Source: an optimization exercise on an open RTL-to-GDS flow (aim: small area). Production flows keep margins and buffers that such runs may drop. In this exercise RTL edits were held to simulation tests only and were not proved equivalent to the original. Power and IR drop assume default switching activity. The clock port is modelled as an ideal driver; clocking choices that lean on that would not hold on a real chip.

===== flow/flow/run.sh =====
#!/bin/bash
# Layout flow: the standard flow (standard.sh, ORFS from synthesis to the
# final layout) with two changes to how buffers are chosen:
#  - clock tree: clusters of up to 30 flip-flops within 100 um per leaf
#    buffer, clkbuf_16 buffers only, and no dummy loads;
#  - port buffers: buf_1 cells (every input and output port still gets one).
# The full output of the flow goes to flow.log in this folder; ORFS keeps each
# step's own log under orfs/logs/.
set -euo pipefail
cd "$(dirname "$0")/.."
export CTS_ARGS="-sink_clustering_enable -repair_clock_nets -sink_clustering_size 30 -sink_clustering_max_diameter 100 -buf_list sky130_fd_sc_hd__clkbuf_16 -dont_use_dummy_load"
export BUFFER_PORTS_ARGS="-buffer_cell sky130_fd_sc_hd__buf_1"
bash standard.sh finish > flow.log 2>&1

===== flow/standard.sh =====
#!/bin/bash
# synth_recipe.tcl (not shown) runs the flow's synth.tcl, then flattens the netlist and writes it again
# the make line also repeats each setting of config.mk as NAME=value (left out here)
make -C /OpenROAD-flow-scripts/flow DESIGN_CONFIG=/design/flow/config.mk WORK_HOME=/design/flow/orfs CLKGATE_MAP_FILE= SYNTH_SCRIPT=/design/flow/synth_recipe.tcl "${@:-finish}"

===== flow/config.mk =====
export PLATFORM = sky130hd
export DESIGN_NAME = dcache_top
export DESIGN_NICKNAME = dcache_top
export VERILOG_FILES = /design/flow/design.v
export SDC_FILE = /design/flow/constraint.sdc
export NUM_CORES = 4
export LEC_CHECK = 0
export CAP_MARGIN = 10
export CORE_MARGIN = 2
export CORE_UTILIZATION = 65
export PLACE_DENSITY = 0.75
export SETUP_SLACK_MARGIN = 0.2
export SLEW_MARGIN = 10
export SYNTH_HIERARCHICAL = 1

===== flow/constraint.sdc =====
create_clock -name core_clock -period 14.0 [get_ports {CLK}]
set_input_delay 2.8000 -clock core_clock [delete_from_list [all_inputs] [get_ports {CLK}]]
set_output_delay 2.8000 -clock core_clock [all_outputs]
set_load 0.01 [all_outputs]

===== flow/design.v =====
package dcache_pkg;
  typedef logic [31:0] word_t;
  typedef enum logic [2:0] {IDLE, WB, FETCH, FLUSH, HITCNT, FLUSHED, TAGW} dcache_state_t;
endpackage
module lru_rank_set (
  input  logic       CLK,
  input  logic       upd,
  input  logic [5:0] d,
  output logic [5:0] pairs
);
  always_ff @(posedge CLK) if (upd) pairs <= d;
endmodule
module dcache_assoc #(
  parameter int    CPUID       = 0,
  parameter int    NSETS       = 8,
  parameter int    NWAYS       = 4,
  parameter int    BLKWORDS    = 2,
  parameter logic [31:0] HITCNT_ADDR = 32'h3100
) (
  input  logic  CLK,
  input  logic  nRST,
  input  logic  halt,
  input  logic  dmemREN,
  input  logic  dmemWEN,
  input  logic [31:0] dmemaddr,
  input  logic [31:0] dmemstore,
  output logic  dhit,
  output logic [31:0] dmemload,
  output logic  flushed,
  output logic  dREN,
  output logic  dWEN,
  output logic [31:0] daddr,
  output logic [31:0] dstore,
  input  logic  dwait,
  input  logic [31:0] dload
);
  if (NSETS != 8 || NWAYS != 4 || BLKWORDS != 2 || CPUID < 0 || HITCNT_ADDR[5:0] != 6'd0)
  begin : g_bad_cfg
    $error("dcache_assoc: unsupported configuration");
  end
  dcache_pkg::dcache_state_t state_q;
  logic       wcnt_q;             
  logic [4:0] cnt_q;              
  dcache_pkg::word_t hitcnt;
  logic [3:0][7:0] vring;         
  logic [3:0]      dirty [8];     
  logic [25:0]     tring [4][8];   
  dcache_pkg::word_t data [64];     
  logic [7:0][5:0] lru;
  logic [25:0] rtag;
  logic [2:0]  ridx;
  logic        rblk;
  logic        req, idle, fetch, wb, flush, hcst, tagw;
  logic [2:0]  phase, tplace;
  logic        aligned, tag_we;
  logic [2:0]  a_set;
  logic [1:0]  a_way, hway, vic;
  logic        a_word;
  logic [3:0]  hv, sv, sd;
  logic [25:0] st [4];
  logic [5:0]  sl;
  logic        hit, miss, vic_dirty, line_dirty;
  logic        fill_we, fill_done, hit_wr, dhit_c, xfer_last;
  logic [25:0] a_tag;
  dcache_pkg::word_t rdata, wdata;
  assign rtag  = dmemaddr[31:6];
  assign ridx  = dmemaddr[5:3];
  assign rblk  = dmemaddr[2];
  assign req   = dmemREN | dmemWEN;
  assign idle  = state_q == dcache_pkg::IDLE;
  assign wb    = state_q == dcache_pkg::WB;
  assign fetch = state_q == dcache_pkg::FETCH;
  assign flush = state_q == dcache_pkg::FLUSH;
  assign hcst  = state_q == dcache_pkg::HITCNT;
  assign tagw  = state_q == dcache_pkg::TAGW;
  assign a_set  = (flush | hcst) ? cnt_q[4:2] : ridx;
  assign a_way  = idle ? hway : cnt_q[1:0];
  assign a_word = idle ? rblk : wcnt_q;
  assign tplace = a_set + phase;
  assign sd = dirty[a_set];
  assign sl = lru[a_set];
  logic [7:0]  set_oh, tplace_oh;
  logic [3:0]  way_oh;
  logic [15:0] sw_oh;
  logic [31:0] line_oh;
  logic [63:0] word_oh;
  assign set_oh    = hcst ? 8'd0 : 8'd1 << a_set;
  assign tplace_oh = hcst ? 8'd0 : 8'd1 << tplace;
  always_comb for (int w = 0; w < 4; w++) sv[w] = |(vring[w] & tplace_oh);
  assign way_oh = idle ? hv : 4'd1 << cnt_q[1:0];
  always_comb begin
    for (int i = 0; i < 16; i++) sw_oh[i] = set_oh[i / 2] & (a_word == 1'(i % 2));
    for (int l = 0; l < 32; l++) line_oh[l] = set_oh[l / 4] & way_oh[l % 4];
    for (int i = 0; i < 64; i++) word_oh[i] = line_oh[i / 2] & (a_word == 1'(i % 2));
  end
  for (genvar w = 0; w < 4; w++) begin : g_tsel
    for (genvar b = 0; b < 26; b++) begin : g_bit
      logic [7:0] tb;
      for (genvar k = 0; k < 8; k++) begin : g_t
        assign tb[k] = tring[w][k][b];
      end
      dc_sel8 u_s (.d(tb), .s(tplace_oh), .y(st[w][b]));
    end
  end
  always_comb begin
    for (int w = 0; w < 4; w++) hv[w] = sv[w] && st[w] == rtag;
    hit  = |hv;
    hway = {hv[3] | hv[2], hv[3] | hv[1]};
  end
  always_comb begin
    if (!sv[3]) vic = {sv[1], (sv[0] & ~sv[1]) | sv[2]};
    else if (!sl[0] && !sl[1] && !sl[2]) vic = 2'd0;
    else if ( sl[0] && !sl[3] && !sl[4]) vic = 2'd1;
    else if ( sl[1] &&  sl[3] && !sl[5]) vic = 2'd2;
    else                                 vic = 2'd3;
  end
  assign vic_dirty  = sd[vic] & sv[vic];
  assign line_dirty = sd[a_way] & sv[a_way];
  assign dhit_c    = idle & req & hit & ~halt;
  assign miss      = idle & req & ~hit & ~halt;
  assign hit_wr    = dhit_c & dmemWEN;
  assign fill_we   = fetch & ~dwait;
  assign fill_done = fill_we & wcnt_q;
  assign xfer_last = ~dwait & wcnt_q;
  for (genvar b = 0; b < 32; b++) begin : g_rd
    logic [7:0] h;
    for (genvar w = 0; w < 4; w++) begin : g_w
      logic [15:0] db;
      for (genvar i = 0; i < 16; i++) begin : g_d
        assign db[i] = data[(i / 2) * 8 + w * 2 + i % 2][b];
      end
      dc_sel16 u_s (.d(db), .s(sw_oh), .y(h[2 * w +: 2]));
    end
    dc_sel9 u_w (.d({hitcnt[b], h}),
                 .s({hcst, {2{way_oh[3]}}, {2{way_oh[2]}}, {2{way_oh[1]}}, {2{way_oh[0]}}}),
                 .y(rdata[b]));
  end
  assign a_tag = st[a_way];
  assign wdata = fetch ? dload : dmemstore;
  always_ff @(posedge CLK) begin
    for (int i = 0; i < 64; i++)
      if ((hit_wr | fill_we) && word_oh[i]) data[i] <= wdata;
    if (hit_wr | fill_done) dirty[a_set][a_way] <= hit_wr;
  end
  assign aligned = tplace == 3'd7;
  assign tag_we  = aligned & (fill_done | tagw);
  always_ff @(posedge CLK)
    for (int w = 0; w < 4; w++) begin
      for (int p = 1; p < 8; p++) tring[w][p] <= tring[w][p - 1];
      tring[w][0] <= (tag_we && cnt_q[1:0] == 2'(w)) ? rtag : tring[w][7];
    end
  logic [5:0] lru_n;
  always_comb begin
    case (hway)
      2'd0:    lru_n = {sl[5], sl[4], sl[3], 3'b111};
      2'd1:    lru_n = {sl[5], 2'b11, sl[2], sl[1], 1'b0};
      2'd2:    lru_n = {1'b1, sl[4], 1'b0, sl[2], 1'b0, sl[0]};
      default: lru_n = {2'b00, sl[3], 1'b0, sl[1], sl[0]};
    endcase
  end
  for (genvar s = 0; s < 8; s++) begin : g_lru
    lru_rank_set u_lru (
      .CLK  (CLK),
      .upd  (dhit_c && set_oh[s]),
      .d    (lru_n),
      .pairs(lru[s])
    );
  end
  always_ff @(posedge CLK) begin
    if (idle) cnt_q <= halt ? 5'd0 : {3'd0, vic};
    else if (flush && (!line_dirty || xfer_last)) cnt_q <= cnt_q + 5'd1;
  end
  always_ff @(posedge CLK, negedge nRST) begin
    if (!nRST) begin
      state_q <= dcache_pkg::IDLE;
      wcnt_q  <= 1'b0;
      hitcnt  <= '0;
      vring   <= '0;
      phase   <= '0;
    end else begin
      phase <= phase + 3'd1;
      if (dhit_c && hitcnt != '1) hitcnt <= hitcnt + 32'd1;
      for (int w = 0; w < 4; w++)
        vring[w] <= {vring[w][6:0], vring[w][7] | (tag_we && cnt_q[1:0] == 2'(w))};
      case (state_q)
        dcache_pkg::IDLE: begin
          if (halt)      state_q <= dcache_pkg::FLUSH;
          else if (miss) state_q <= vic_dirty ? dcache_pkg::WB : dcache_pkg::FETCH;
        end
        dcache_pkg::WB: begin
          if (!dwait) wcnt_q <= ~wcnt_q;
          if (xfer_last) state_q <= dcache_pkg::FETCH;
        end
        dcache_pkg::FETCH: begin
          if (!dwait) wcnt_q <= ~wcnt_q;
          if (xfer_last) state_q <= aligned ? dcache_pkg::IDLE : dcache_pkg::TAGW;
        end
        dcache_pkg::TAGW: if (aligned) state_q <= dcache_pkg::IDLE;
        dcache_pkg::FLUSH: begin
          if (line_dirty && !dwait) wcnt_q <= ~wcnt_q;
          if ((!line_dirty || xfer_last) && cnt_q == 5'd31) state_q <= dcache_pkg::HITCNT;
        end
        dcache_pkg::HITCNT: if (!dwait) state_q <= dcache_pkg::FLUSHED;
        dcache_pkg::FLUSHED: ;
        default: state_q <= dcache_pkg::IDLE;
      endcase
    end
  end
  assign dhit     = dhit_c;
  assign dmemload = rdata;
  assign flushed  = state_q == dcache_pkg::FLUSHED;
  assign dREN     = fetch;
  assign dWEN     = wb | hcst | (flush & line_dirty);
  assign daddr    = fetch ? {rtag, ridx, wcnt_q, 2'b00}
                  :         {a_tag | (hcst ? HITCNT_ADDR[31:6] : 26'd0), a_set, wcnt_q, 2'b00};
  assign dstore   = rdata;
endmodule
module dc_sel8 (input logic [7:0] d, input logic [7:0] s, output logic y);
  logic [3:0] l;
  dc_aoi222 u_a0 (.a(d[0]), .b(s[0]), .c(d[1]), .d(s[1]), .e(d[2]), .f(s[2]), .y(l[0]));
  dc_aoi222 u_a1 (.a(d[3]), .b(s[3]), .c(d[4]), .d(s[4]), .e(d[5]), .f(s[5]), .y(l[1]));
  dc_nand2  u_n0 (.a(d[6]), .b(s[6]), .y(l[2]));
  dc_nand2  u_n1 (.a(d[7]), .b(s[7]), .y(l[3]));
  dc_nand4  u_o  (.a(l[0]), .b(l[1]), .c(l[2]), .d(l[3]), .y(y));
endmodule
module dc_sel9 (input logic [8:0] d, input logic [8:0] s, output logic y);
  logic [2:0] l;
  for (genvar k = 0; k < 3; k++) begin : g_a
    dc_aoi222 u_a (.a(d[3 * k]),     .b(s[3 * k]),
                   .c(d[3 * k + 1]), .d(s[3 * k + 1]),
                   .e(d[3 * k + 2]), .f(s[3 * k + 2]), .y(l[k]));
  end
  dc_nand3 u_o (.a(l[0]), .b(l[1]), .c(l[2]), .y(y));
endmodule
module dc_sel16 (input logic [15:0] d, input logic [15:0] s, output logic [1:0] y);
  logic [5:0] l;
  for (genvar k = 0; k < 5; k++) begin : g_a
    dc_aoi222 u_a (.a(d[3 * k]),     .b(s[3 * k]),
                   .c(d[3 * k + 1]), .d(s[3 * k + 1]),
                   .e(d[3 * k + 2]), .f(s[3 * k + 2]), .y(l[k]));
  end
  dc_nand2 u_n (.a(d[15]), .b(s[15]), .y(l[5]));
  dc_nand3 u_h0 (.a(l[0]), .b(l[1]), .c(l[2]), .y(y[0]));
  dc_nand3 u_h1 (.a(l[3]), .b(l[4]), .c(l[5]), .y(y[1]));
endmodule
module dc_aoi222 (input logic a, b, c, d, e, f, output logic y);
  assign y = ~((a & b) | (c & d) | (e & f));
endmodule
module dc_nand2 (input logic a, b, output logic y);
  assign y = ~(a & b);
endmodule
module dc_nand3 (input logic a, b, c, output logic y);
  assign y = ~(a & b & c);
endmodule
module dc_nand4 (input logic a, b, c, d, output logic y);
  assign y = ~(a & b & c & d);
endmodule
module dcache_top (
  input  logic        CLK,
  input  logic        nRST,
  input  logic        halt,
  input  logic        dmemREN,
  input  logic        dmemWEN,
  input  logic [31:0] dmemaddr,
  input  logic [31:0] dmemstore,
  output logic        dhit,
  output logic [31:0] dmemload,
  output logic        flushed,
  output logic        dREN,
  output logic        dWEN,
  output logic [31:0] daddr,
  output logic [31:0] dstore,
  input  logic        dwait,
  input  logic [31:0] dload
);
  dcache_assoc #(
    .CPUID      (0),
    .NSETS      (8),
    .NWAYS      (4),
    .BLKWORDS   (2),
    .HITCNT_ADDR(32'h3100)
  ) u_dcache (
    .CLK      (CLK),
    .nRST     (nRST),
    .halt     (halt),
    .dmemREN  (dmemREN),
    .dmemWEN  (dmemWEN),
    .dmemaddr (dmemaddr),
    .dmemstore(dmemstore),
    .dhit     (dhit),
    .dmemload (dmemload),
    .flushed  (flushed),
    .dREN     (dREN),
    .dWEN     (dWEN),
    .daddr    (daddr),
    .dstore   (dstore),
    .dwait    (dwait),
    .dload    (dload)
  );
endmodule

==> impl_metrics.yaml, run 1 <==
run_status:
  status: "finished clean"
clock_network:
  cts.sinks: 3036
  cts_hold_buf: 0
  cts_tree: "done"
  cts.path.max_buffers: 3
  clock_latency_ns: 0.76
  clk_pin_slew_worst_paths_ns: 0.11
  post_cts_buffers: 0
  numCtsBuffers: 111
  root_buffer: "clkbuf_16"
  h-tree-depth: 3
critical_path:
  cp_max_fo: 66
  crit_arrival_ns: 10.68
  worstPathRequired_ns: 11.20
  worstSetupPathType: "in -> out"
  cp-start-kind: "input pin"
  end_kind: "output pin"
floorplanning:
  ioPinCount: 202
  die_w_um: 402
  die_h_um: 402
  die_area_um2: 162000
  core_area_um2: 158000
  row_count: 146
  initial_utilization: 0.653
detailed_routing:
  drt_wl_total_um: 272000
  drtAntennaViolNets: 0
  first_pass_iters: 14
  drtIter0Drc: 13844
  post-route-drc-count: 0
  wire_per_inst_um: 32.6
  vias: 61743
  viasPerCell: 7.38
finish:
  synthToLayoutAreaGrowth_pct: 7.76
  num-nets-final: 6400
  design_area_um2: 111000
  nFillCells: 9789
  drive_gt1_frac: 0.0895
global_route:
  busiest_layer: "met1"
  grt_util_all_layers: 0.329
  grt_max_degree: 129
  use_met3: 0.0640
  grtUsageMet1: 0.502
  grt_overflow: 0
  global_route.usage.met2: 0.481
  grt_pass1_vias: 58662
  antenna_found_initial: 6
  grt_pass1_wl_um: 392000
sta:
  rsz0062_at_grt: "no"
  tightest_slew_ns: 1.38
  setup_viol: 0
  finClkSkew_ns: 0.0658
  slew_viol_final: 0
  timing.hold.ws_ns: 0.334
  period_needed_ns: 13.48
  timing_hold_violations_final: 0
  setup-tns-final_ns: 0
  max_slew_margin: 0.0787
  fmax_mhz: 74.2
  fin_crit_sh: 0.963
synth:
  syn_inst: 5926
  ys_ff_latch: 3036
  synth_common_cells: "2133 x edfxtp_1, 944 x a222oi_1, 832 x dfxtp_1"
  yosys-top-cells-area: "edfxtp_1 62%, dfxtp_1 16%, a222oi_1 9.2%, nand2_1 1.9%, nand3_1 1.7%"
  async_flop_share: 0.0234
  synth_warnings: 13
  syn_area_per_cell_um2: 17.4
  synth_most_common_cell: "edfxtp_1"
  synthFlopType: "edfxtp_1"
  synth_top_area_frac: 0.621
  yosys.area.top_type: "edfxtp_1"
  synth_cell_types: 78
  syn_area_um2: 103000
  yosysSeqAreaShare: 0.800
  synth_edf_count: 2133
pwr:
  p_total_mw: 23.5
  peakVddDrop_mv: 0.342
  p_leak_nw: 36.5
  pwr_density_cell_nw_per_um2: 211
placement:
  portBuffers: 197
  placed_area_um2: 108000
  hpwlAfterDp_um: 155000
  routabilityCongestion: 0.874
worst_hold_path:
  hold_class: "reg -> reg"
run:
  cap_violations: 0
==> layer usage <==
metal	wire, um	part of all wire
met4	9180	0.034
met1	104000	0.38
met2	120000	0.44
met5	44	0.00016
met3	39700	0.15
==> timing repair <==
| action | CTS | global route |
|---|---|---|
| endpoints found under the setup margin | 0 | 32 |
| hold endpoints to repair | 0 | 0 |
| gates resized for setup | 0 | 3 |
==> final cells by class <==
cell class                 count  area [um2]  share of cell area
multi-input combinational   2737       20700               0.186
clock buffer                 111        2780              0.0250
antenna                        2        5.00           0.0000450
timing repair buffer         382        2510              0.0226
tap                         2072        2590              0.0233
inverter                      21        83.8            0.000754
sequential                  3036       82500               0.742
==> through the flow <==
step            util  setup WS, ns  std cells
4_1_cts        0.702         0.676       8352
2_1_floorplan      -         0.215       5927
5_1_grt        0.703         0.347       8360
3_5_place_dp   0.685         0.780       8241
3_3_place_gp   0.685         0.828       8241
6_report       0.703         0.518       8361
==> path summary, 6_finish.rpt <==
check	startpoint	endpoint	slack (ns)	depth (start not counted)
max in group asynchronous	nRST	u_dcache.hitcnt[4]	11.12	1
min in group asynchronous	nRST	u_dcache.phase[0]	2.20	1
setup reg to reg	u_dcache.state_q[2]	u_dcache.data[34][10]	2.27	26
hold reg to reg	u_dcache.tring[29][2]	u_dcache.tring[30][2]	0.33	0
hold / removal	u_dcache.tring[29][2]	u_dcache.tring[30][2]	0.33	0
setup / recovery	dmemaddr[3]	dstore[27]	0.52	27
==> kinds of logic after synthesis <==
| family | count (synthesis) | share of synthesized area |
|---|---|---|
| mux | 156 | 0.0167 |
| flops | 3036 | 0.800 |
| buf+inv | 154 | 0.00791 |
| compound gates | 1129 | 0.105 |
| fa+ha+maj | 9 | 0.00116 |
| xor+xnor | 141 | 0.0120 |
| other cells | 1 | 0.0000364 |
| simple gates | 1300 | 0.0577 |
==> Yosys stat by module, one instance, submodules excluded, a selection <==
module        area, um2  cells
lru_rank_set        180      6
dc_aoi222          10.0      1
dc_nand3           5.00      1
dc_nand2           3.75      1
dc_nand4           6.26      1
==> where the power goes <==
| part | leakage [nW] | internal (mW) | switching [mW] | total (mW) |
|---|---|---|---|---|
| Clock | 1.37 | 1.43 | 2.45 | 3.88 |
| Combinational | 8.02 | 2.12 | 5.85 | 7.97 |
| Sequential | 27.1 | 11.2 | 0.405 | 11.7 |
==> sequential cells by signal (all words and copies together) (netlist names) <==
| signal | count |
|---|---|
| u_dcache.vring | 32 |
| u_dcache.wcnt_q | 1 |
| u_dcache.state_q | 3 |
| u_dcache.phase | 3 |
| u_dcache.data | 2048 |
| u_dcache.tring | 832 |
| u_dcache.g_lru.u_lru.pairs | 48 |
| u_dcache.dirty | 32 |
| u_dcache.cnt_q | 5 |
| u_dcache.hitcnt | 32 |
==> worst max-delay path, cell delays in order <==
cell and delay, ns:
buf_1 0.16, nand3b_1 0.14, and3_1 0.37, nand2_2 0.13, inv_2 0.10, ha_1 0.14, inv_1 0.04, fa_1 0.44
xor2_1 0.18, nand3_1 0.40, nand2_1 0.37, nor2_4 0.88, buf_4 0.34, buf_4 0.19, a222oi_1 0.08, nand4_1 0.15
xor2_1 0.10, nor4_1 0.91, nand3_1 0.15, nor4_1 0.50, buf_4 0.25, o41ai_4 0.20, o21ai_4 0.23, buf_12 0.46
a222oi_1 0.29, nand3_1 0.40, buf_1 0.21
==> cells in the final DEF (no fill, tap or decap), types with 20 or more instances in the layout <==
cell type  netlist  routed
a211oi_1        47      47
a21o_1          30      29
a21oi_1         24      24
a222oi_1       944     944
buf_1            2     196
buf_12           0      29
buf_4           41     155
clkbuf_16        0     111
dfrtp_1         71      71
dfxtp_1        832     832
edfxtp_1      2133    2133
mux2_2         111     111
mux2i_1         42      41
nand2_1        528     493
nand2_2          1      28
nand3_1        357     356
nand4_1        133     133
nor2_1         174      85
nor2_4           1      89
nor2b_1         26      26
o21ai_0         23      20
xnor2_1         77      77
xor2_1          64      64
==> inputs of run 2 (changes only) <==
--- a/flow/config.mk
+++ b/flow/config.mk
@@ -9,4 +9,4 @@
 export CORE_MARGIN = 2
-export CORE_UTILIZATION = 65
-export PLACE_DENSITY = 0.75
+export CORE_UTILIZATION = 72
+export PLACE_DENSITY = 0.8
 export SETUP_SLACK_MARGIN = 0.2
==> run 2 against run 1 <==
Compared with the run above: largest cell class unchanged; area after synthesis is the same; register-to-register slack gained 0.50 ns; synthesized cell count is the same.
==> impl_metrics.yaml, run 2 <==
finish:
  largest_reg_flops: 2048
  final_cell_mix: "2133 x edfxtp_1, 944 x a222oi_1, 832 x dfxtp_1, 492 x nand2_1, 356 x nand3_1"
  layout_commonest_cell: "edfxtp_1"
  num-nets-final: 6396
  drive_gt1_frac: 0.0890
  design_area_um2: 111000
  regMostFlops: "u_dcache.data"
  synthToLayoutAreaGrowth_pct: 7.50
  reg_top3: "u_dcache.data: 2048 flops, u_dcache.tring: 832 flops, u_dcache.g_lru.u_lru.pairs: 48 flops"
critical_path:
  crit_top_cell: "nand4_1"
  cp_top_family: "simple AND/OR/NAND/NOR gates"
  r2r_slack_ns: 2.77
  worstPathRequired_ns: 11.20
  cp_max_fo: 47
  worstSetupPathType: "in -> out"
  cp-start-kind: "input pin"
  cp_num_buf_inv: 7
  cpMaxStageDelayCell: "a21oi_1"
  max_stage_delay_ns: 0.78
  crit_arrival_ns: 10.73
  end_kind: "output pin"
pwr:
  p_clk_frac: 0.165
  pwr-share-comb: 0.341
  p_seq_frac: 0.494
  p_leak_nw: 36.4
  switching_power_mw: 8.84
  pwr_density_cell_nw_per_um2: 213
  p_total_mw: 23.6
  power.internal_mw: 14.7
  swShare: 0.375
  peakVddDrop_mv: 0.264
floorplanning:
  row_count: 138
  core_area_um2: 142000
  die_w_um: 383
  initial_utilization: 0.727
  die_area_um2: 146000
  ioPinCount: 202
  die_h_um: 383
worst_hold_path:
  hold_class: "reg -> reg"
detailed_routing:
  viasPerCell: 7.72
  wire_per_inst_um: 34.3
  vias: 63137
  first_pass_iters: 15
  post-route-drc-count: 0
  drt_wl_total_um: 281000
  drtIter0Drc: 16101
  drtAntennaViolNets: 0
synth:
  syn_area_um2: 103000
  synth_most_common_cell: "edfxtp_1"
  syn_area_per_cell_um2: 17.4
  synth_warnings: 13
  async_flop_share: 0.0234
  yosysSeqAreaShare: 0.800
  ys_ff_latch: 3036
  synth_edf_count: 2133
  syn_inst: 5926
  yosys.area.top_type: "edfxtp_1"
  synthFlopType: "edfxtp_1"
  synth_common_cells: "2133 x edfxtp_1, 944 x a222oi_1, 832 x dfxtp_1"
  synth_top_area_frac: 0.621
  yosys-top-cells-area: "edfxtp_1 62%, dfxtp_1 16%, a222oi_1 9.2%, nand2_1 1.9%, nand3_1 1.7%"
  synth_cell_types: 78
global_route:
  grt_overflow: 0
  antenna_found_initial: 6
  grt_pass1_vias: 60136
  grt_max_degree: 129
  grt_pass1_wl_um: 400000
  grt_util_all_layers: 0.377
sta:
  fmax_mhz: 73.9
  tightest_slew_ns: 1.30
  setup-tns-final_ns: 0
  slew_viol_final: 0
  rsz0062_at_grt: "no"
  fin_crit_sh: 0.967
  period_needed_ns: 13.53
  finClkSkew_ns: 0.0825
  timing_hold_violations_final: 0
  layout_setup_ws_ns: 0.465
  max_slew_margin: 0.134
  setup_viol: 0
  timing.hold.ws_ns: 0.287
clock_network:
  cts_hold_buf: 0
  h-tree-depth: 3
  clock_latency_ns: 0.79
  clk_pin_slew_worst_paths_ns: 0.11
  cts.path.max_buffers: 3
  post_cts_buffers: 0
  root_buffer: "clkbuf_16"
  cts.sinks: 3036
  cts_resized: 0
  cts_tree: "done"
  numCtsBuffers: 111
run:
  cap_violations: 0
placement:
  pre_cts_ws_ns: 0.854
  routabilityCongestion: 0.868
  placed_area_um2: 108000
  portBuffers: 197
  hpwlAfterDp_um: 156000
run_status:
  status: "finished clean"
==> run 2: cell counts after synthesis <==
No cell type changed its count.
==> run 2: modules after synthesis, one instance, submodules excluded, a selection <==
| module | copies in the design | area [um2] | cells | flip-flops and latches |
|---|---|---|---|---|
| lru_rank_set | 8 | 180 | 6 | 6 |
| dc_aoi222 | 944 | 10.0 | 1 | 0 |
| dc_nand4 | 104 | 6.26 | 1 | 0 |
| dc_nand3 | 288 | 5.00 | 1 | 0 |
| dc_nand2 | 336 | 3.75 | 1 | 0 |
==> run 2: metrics by stage <==
step,util,cells
2_1_floorplan,-,5927
3_3_place_gp,0.761,8060
3_5_place_dp,0.761,8060
4_1_cts,0.781,8171
5_1_grt,0.781,8173
6_report,0.781,8178
==> run 2: area by class of cell <==
cell class	instances	area (um2)
repair buffers	378	2490
inverters	21	80.1
diodes	5	12.5
well taps	1890	2360
clock buffers	111	2780
flip-flops and latches	3036	82500
fillers	7702	31000
multi-input cells	2737	20700
==> run 2: worst register-to-register path, cell delays in order, from the launching register on <==
cell      delay, ns
dfrtp_1        0.83
or3b_1         0.64
a21oi_1        0.23
nor2_4         0.46
inv_2          0.30
fa_1           0.52
xor2_1         0.18
a21oi_1        0.78
nor2_1         0.47
nor2_4         0.33
buf_12         0.31
buf_4          0.39
a222oi_1       0.15
nand4_1        0.27
xor2_1         0.11
nor4_1         0.54
nand3_1        0.18
nor4_1         0.54
buf_4          0.27
o41ai_4        0.22
nand4_1        0.24
nand3_1        0.20
o21ai_1        0.46
nand2b_1       0.79
nor2_4         1.15
buf_4          0.40
==> run 2: cell families after synthesis <==
logic type / share of synthesized area
flops: 0.800
buf+inv: 0.00791
other cells: 0.0000364
compound gates: 0.105
simple gates: 0.0577
mux: 0.0167
fa+ha+maj: 0.00116
xor+xnor: 0.0120
==> run 2: final timing paths <==
check,startpoint,end,depth (start not counted)
max,dmemaddr[3],dstore[22],27
max in group asynchronous,nRST,u_dcache.hitcnt[6],1
min in group asynchronous,nRST,u_dcache.vring[30],1
max reg2reg,u_dcache.state_q[1],u_dcache.data[61][23],25
min reg2reg,u_dcache.tring[13][12],u_dcache.tring[14][12],0
min,u_dcache.tring[13][12],u_dcache.tring[14][12],0
==> run 2: power groups by stage <==
stage / combinational [mW] / sequential, mW / clock (mW)
floorplan: 4.53 / 11.7 / 0
global route: 8.29 / 11.7 / 4.14
detailed placement: 7.68 / 11.8 / 0
CTS: 7.73 / 11.6 / 3.87
finish: 8.05 / 11.7 / 3.89
global placement: 7.52 / 11.8 / 0
==> run 2: routing by layer <==
metal	GRT usage	wire, um
met1	0.543	96800
met2	0.565	126000
met3	0.0969	45900
met4	0.144	12100
met5	0	9
==> inputs of run 3 (changes only) <==
--- a/flow/design.v
+++ b/flow/design.v
@@ -138,2 +138,8 @@
   assign a_tag = st[a_way];
+  logic [63:0][1:0] word_we;
+  for (genvar i = 0; i < 64; i++) begin : g_we
+    for (genvar h = 0; h < 2; h++) begin : g_h
+      dc_and2 u_we (.a(hit_wr | fill_we), .b(word_oh[i]), .y(word_we[i][h]));
+    end
+  end
   assign wdata = fetch ? dload : dmemstore;
@@ -141,3 +147,4 @@
     for (int i = 0; i < 64; i++)
-      if ((hit_wr | fill_we) && word_oh[i]) data[i] <= wdata;
+      for (int h = 0; h < 2; h++)
+        if (word_we[i][h]) data[i][16 * h +: 16] <= wdata[16 * h +: 16];
     if (hit_wr | fill_done) dirty[a_set][a_way] <= hit_wr;
@@ -257,2 +264,5 @@
 endmodule
+module dc_and2 (input logic a, b, output logic y);
+  assign y = a & b;
+endmodule
 module dcache_top (
--- a/flow/config.mk
+++ b/flow/config.mk
@@ -9,4 +9,4 @@
 export CORE_MARGIN = 2
-export CORE_UTILIZATION = 72
-export PLACE_DENSITY = 0.8
+export CORE_UTILIZATION = 65
+export PLACE_DENSITY = 0.75
 export SETUP_SLACK_MARGIN = 0.2
==> run 3 against run 2 <==
Compared with the run above: clock skew fell by 0.019 ns; clock-buffer cell count did not move; hold slack improved by 0.032 ns; synthesized cell count rose by 1.9%; largest power group unchanged; die area rose by 11%; register-to-register slack improved by 1.2 ns; critical path type unchanged; wire length fell by 4.9%; largest cell class unchanged.
==> impl_metrics.yaml, run 3 <==
run_status:
  status: "finished clean"
detailed_routing:
  drtAntennaViolNets: 0
  wire_per_inst_um: 31.6
  drtIter0Drc: 11984
  drt_wl_total_um: 267000
  vias: 61332
  viasPerCell: 7.28
  post-route-drc-count: 0
  first_pass_iters: 14
sta:
  rsz0062_at_grt: "no"
  tightest_slew_ns: 1.31
  fin_crit_sh: 0.966
  fmax_mhz: 73.9
  setup_viol: 0
  period_needed_ns: 13.52
  finClkSkew_ns: 0.0635
  slew_viol_final: 0
  timing_hold_violations_final: 0
  max_slew_margin: 0.123
  setup-tns-final_ns: 0
synth:
  ys_ff_latch: 3036
  syn_area_per_cell_um2: 17.2
  async_flop_share: 0.0234
  syn_area_um2: 104000
  synth_most_common_cell: "edfxtp_1"
  synth_top_area_frac: 0.617
  yosys-top-cells-area: "edfxtp_1 62%, dfxtp_1 16%, a222oi_1 9.1%, nand2_1 2.0%, dfrtp_1 1.7%"
  yosysSeqAreaShare: 0.795
  syn_inst: 6039
  synth_edf_count: 2133
  synth_common_cells: "2133 x edfxtp_1, 944 x a222oi_1, 832 x dfxtp_1"
  synth_cell_types: 85
  synth_warnings: 13
  yosys.area.top_type: "edfxtp_1"
  synthFlopType: "edfxtp_1"
critical_path:
  worstSetupPathType: "in -> out"
  end_kind: "output pin"
  worstPathRequired_ns: 11.20
  cp-start-kind: "input pin"
  cp_top_family: "compound AO/OA/AOI/OAI gates"
  r2r-start: "u_dcache.state_q[2]"
  cp_max_fo: 48
  cp_num_buf_inv: 8
  startpoint: "dmemaddr[3]"
  max_stage_delay_ns: 1.11
  rr_endpoint: "u_dcache.data[2][15]"
  r2r_slack_ns: 4.00
  cpMaxStageDelayCell: "a222oi_1"
  crit_arrival_ns: 10.72
  rr_worst_depth: 23
finish:
  num-nets-final: 6471
  synthToLayoutAreaGrowth_pct: 6.74
  design_area_um2: 111000
  drive_gt1_frac: 0.0768
  reg_top3: "u_dcache.data: 2048 flops, u_dcache.tring: 832 flops, u_dcache.g_lru.u_lru.pairs: 48 flops"
  final_cell_mix: "2133 x edfxtp_1, 944 x a222oi_1, 832 x dfxtp_1, 528 x nand2_1, 343 x nand3_1"
  antennaDiodeCount: 0
  largest_reg_flops: 2048
  layout_commonest_cell: "edfxtp_1"
  regMostFlops: "u_dcache.data"
floorplanning:
  row_count: 146
  die_w_um: 404
  core_area_um2: 159000
  die_area_um2: 163000
  initial_utilization: 0.655
  ioPinCount: 202
  die_h_um: 404
clock_network:
  cts.sinks: 3036
  cts_tree: "done"
  root_buffer: "clkbuf_16"
  h-tree-depth: 3
  clock_latency_ns: 0.78
  cts.path.max_buffers: 3
  numCtsBuffers: 111
  cts_hold_buf: 0
  post_cts_buffers: 0
  clk_pin_slew_worst_paths_ns: 0.11
placement:
  routabilityCongestion: 0.876
  placed_area_um2: 108000
  hpwlAfterDp_um: 158000
  portBuffers: 197
worst_hold_path:
  whs_path_depth: 0
  hp-start: "u_dcache.tring[1][2]"
  hold_class: "reg -> reg"
  hold_end: "u_dcache.tring[2][2]"
global_route:
  grt_pass1_wl_um: 385000
  grt_overflow: 0
  grt_util_all_layers: 0.321
  grt_pass1_vias: 58573
  antenna_found_initial: 4
  grt_max_degree: 129
pwr:
  pwr_density_cell_nw_per_um2: 208
  peakVddDrop_mv: 0.288
  p_leak_nw: 36.5
run:
  cap_violations: 0
## run 3: cell count changes after synthesis, moves of 16 or more
cell / previous run / this run
o21ai_1: 5 / 23
a21o_1: 30 / 2
nand2_1: 528 / 564
inv_1: 16 / 37
and2_1: 8 / 135
nor2b_1: 26 / 3
and3_1: 12 / 28
o21ai_0: 23 / 42
nor2_1: 174 / 147
mux2_2: 111 / 136
a211oi_1: 47 / 2
## run 3: worst max path at each step
| stage | endpoint | slack [ns] | cells after the start |
|---|---|---|---|
| 6_report | dmemload[11] | 0.48 | 27 |
| 3_3_place_gp | daddr[8] | 0.90 | 26 |
| 2_1_floorplan | dstore[0] | 0.47 | 27 |
| 5_1_grt | dstore[11] | 0.30 | 27 |
| 4_1_cts | daddr[8] | 0.70 | 26 |
| 3_5_place_dp | daddr[8] | 0.72 | 26 |
## run 3: Yosys stat by module, one instance, submodules excluded, a selection
module        flip-flops and latches  cells inside
dc_nand4                           0             1
lru_rank_set                       6             6
dc_nand2                           0             1
dc_aoi222                          0             1
dc_and2                            0             1
dc_nand3                           0             1
## run 3: per-layer routing
| layer | share of wire | up-vias | GRT usage |
|---|---|---|---|
| met5 | 0.00016 | - | 0 |
| li1 | - | 25778 | - |
| met3 | 0.13 | 444 | 0.0669 |
| met2 | 0.47 | 4340 | 0.509 |
| met1 | 0.36 | 30764 | 0.449 |
| met4 | 0.035 | 6 | 0.110 |
## run 3: repair_timing
| item | 4_1_cts | 5_1_grt |
|---|---|---|
| hold endpoints to repair | 0 | 0 |
| setup endpoints to repair | 0 | 6 |
| resized for setup | 0 | 1 |
## run 3: cell type report
| type | count | area, um2 |
|---|---|---|
| Multi-Input combinational cell | 2839 | 20700 |
| Sequential cell | 3036 | 82500 |
| Timing Repair Buffer | 330 | 2000 |
| Clock buffer | 111 | 2780 |
| Inverter | 42 | 208 |
| Tap cell | 2072 | 2590 |
| Fill cell | 10173 | 47800 |
## run 3: metrics by stage
| stage | instances | utilization | total power [mW] | setup slack [ns] | hold slack [ns] |
|---|---|---|---|---|---|
| after floorplan | 6040 | - | 15.7 | 0.469 | 0.330 |
| after global placement | 8316 | 0.681 | 18.9 | 0.898 | 0.333 |
| after detailed placement | 8316 | 0.681 | 19.1 | 0.719 | 0.335 |
| after CTS | 8427 | 0.698 | 22.8 | 0.703 | 0.311 |
| after global routing | 8430 | 0.699 | 23.8 | 0.298 | 0.314 |
| final | 8430 | 0.699 | 23.0 | 0.475 | 0.319 |
## run 3: power breakdown
part | switching (mW) | leakage [nW] | internal [mW]
clock | 2.42 | 1.37 | 1.43
sequential | 0.253 | 26.9 | 10.9
combinational | 6.00 | 8.19 | 2.04
## run 3: cells by family (layout without fill, tap and decap cells)
kind of cell | Yosys count | in the layout | synth area share
other | 1 | 2 | 0.0000361
adder cells (fa/ha/maj) | 10 | 10 | 0.00125
AND/OR/NAND/NOR | 1411 | 1411 | 0.0642
XOR/XNOR | 139 | 139 | 0.0117
flip-flops | 3036 | 3036 | 0.795
multiplexers | 182 | 182 | 0.0194
buffers and inverters | 165 | 483 | 0.00762
AO/OA/AOI/OAI | 1095 | 1095 | 0.101

-- separate check: timing with driven ports --
No port has a modelled driver above. Below, the same layouts with a new extraction and two added sets of constraints.
Step 1 sets driving cells, clkbuf_16 on the clock port and buf_2 on the other inputs (assumed; they add their load-dependent delay and slew).
Step 2 moves the port delays by t, midway between the first and last clock arrival at a register: inputs arrive t later, outputs are due t later. That takes back most of the time a late clock gives input paths.
Three values: no drivers, after step 1, after step 2; two values: the first two.
run	t (ns)	setup slack, ns	worst setup path after step 2	latest minus earliest clock arrival (ns)	pins driven straight from the clock port
run 1	0.837	0.518 / 0.483 / 0.483	input to output	0.086 / 0.086	1
run 2	0.837	0.465 / 0.444 / 0.444	input to output	0.083 / 0.083	1
run 3	0.840	0.475 / 0.446 / 0.446	input to output	0.064 / 0.063	1
After both steps setup and hold are still met in every run listed. For run 1, which loses most, drivers alone change the setup slack by -0.035 ns; drivers and shift together by -0.035 ns.
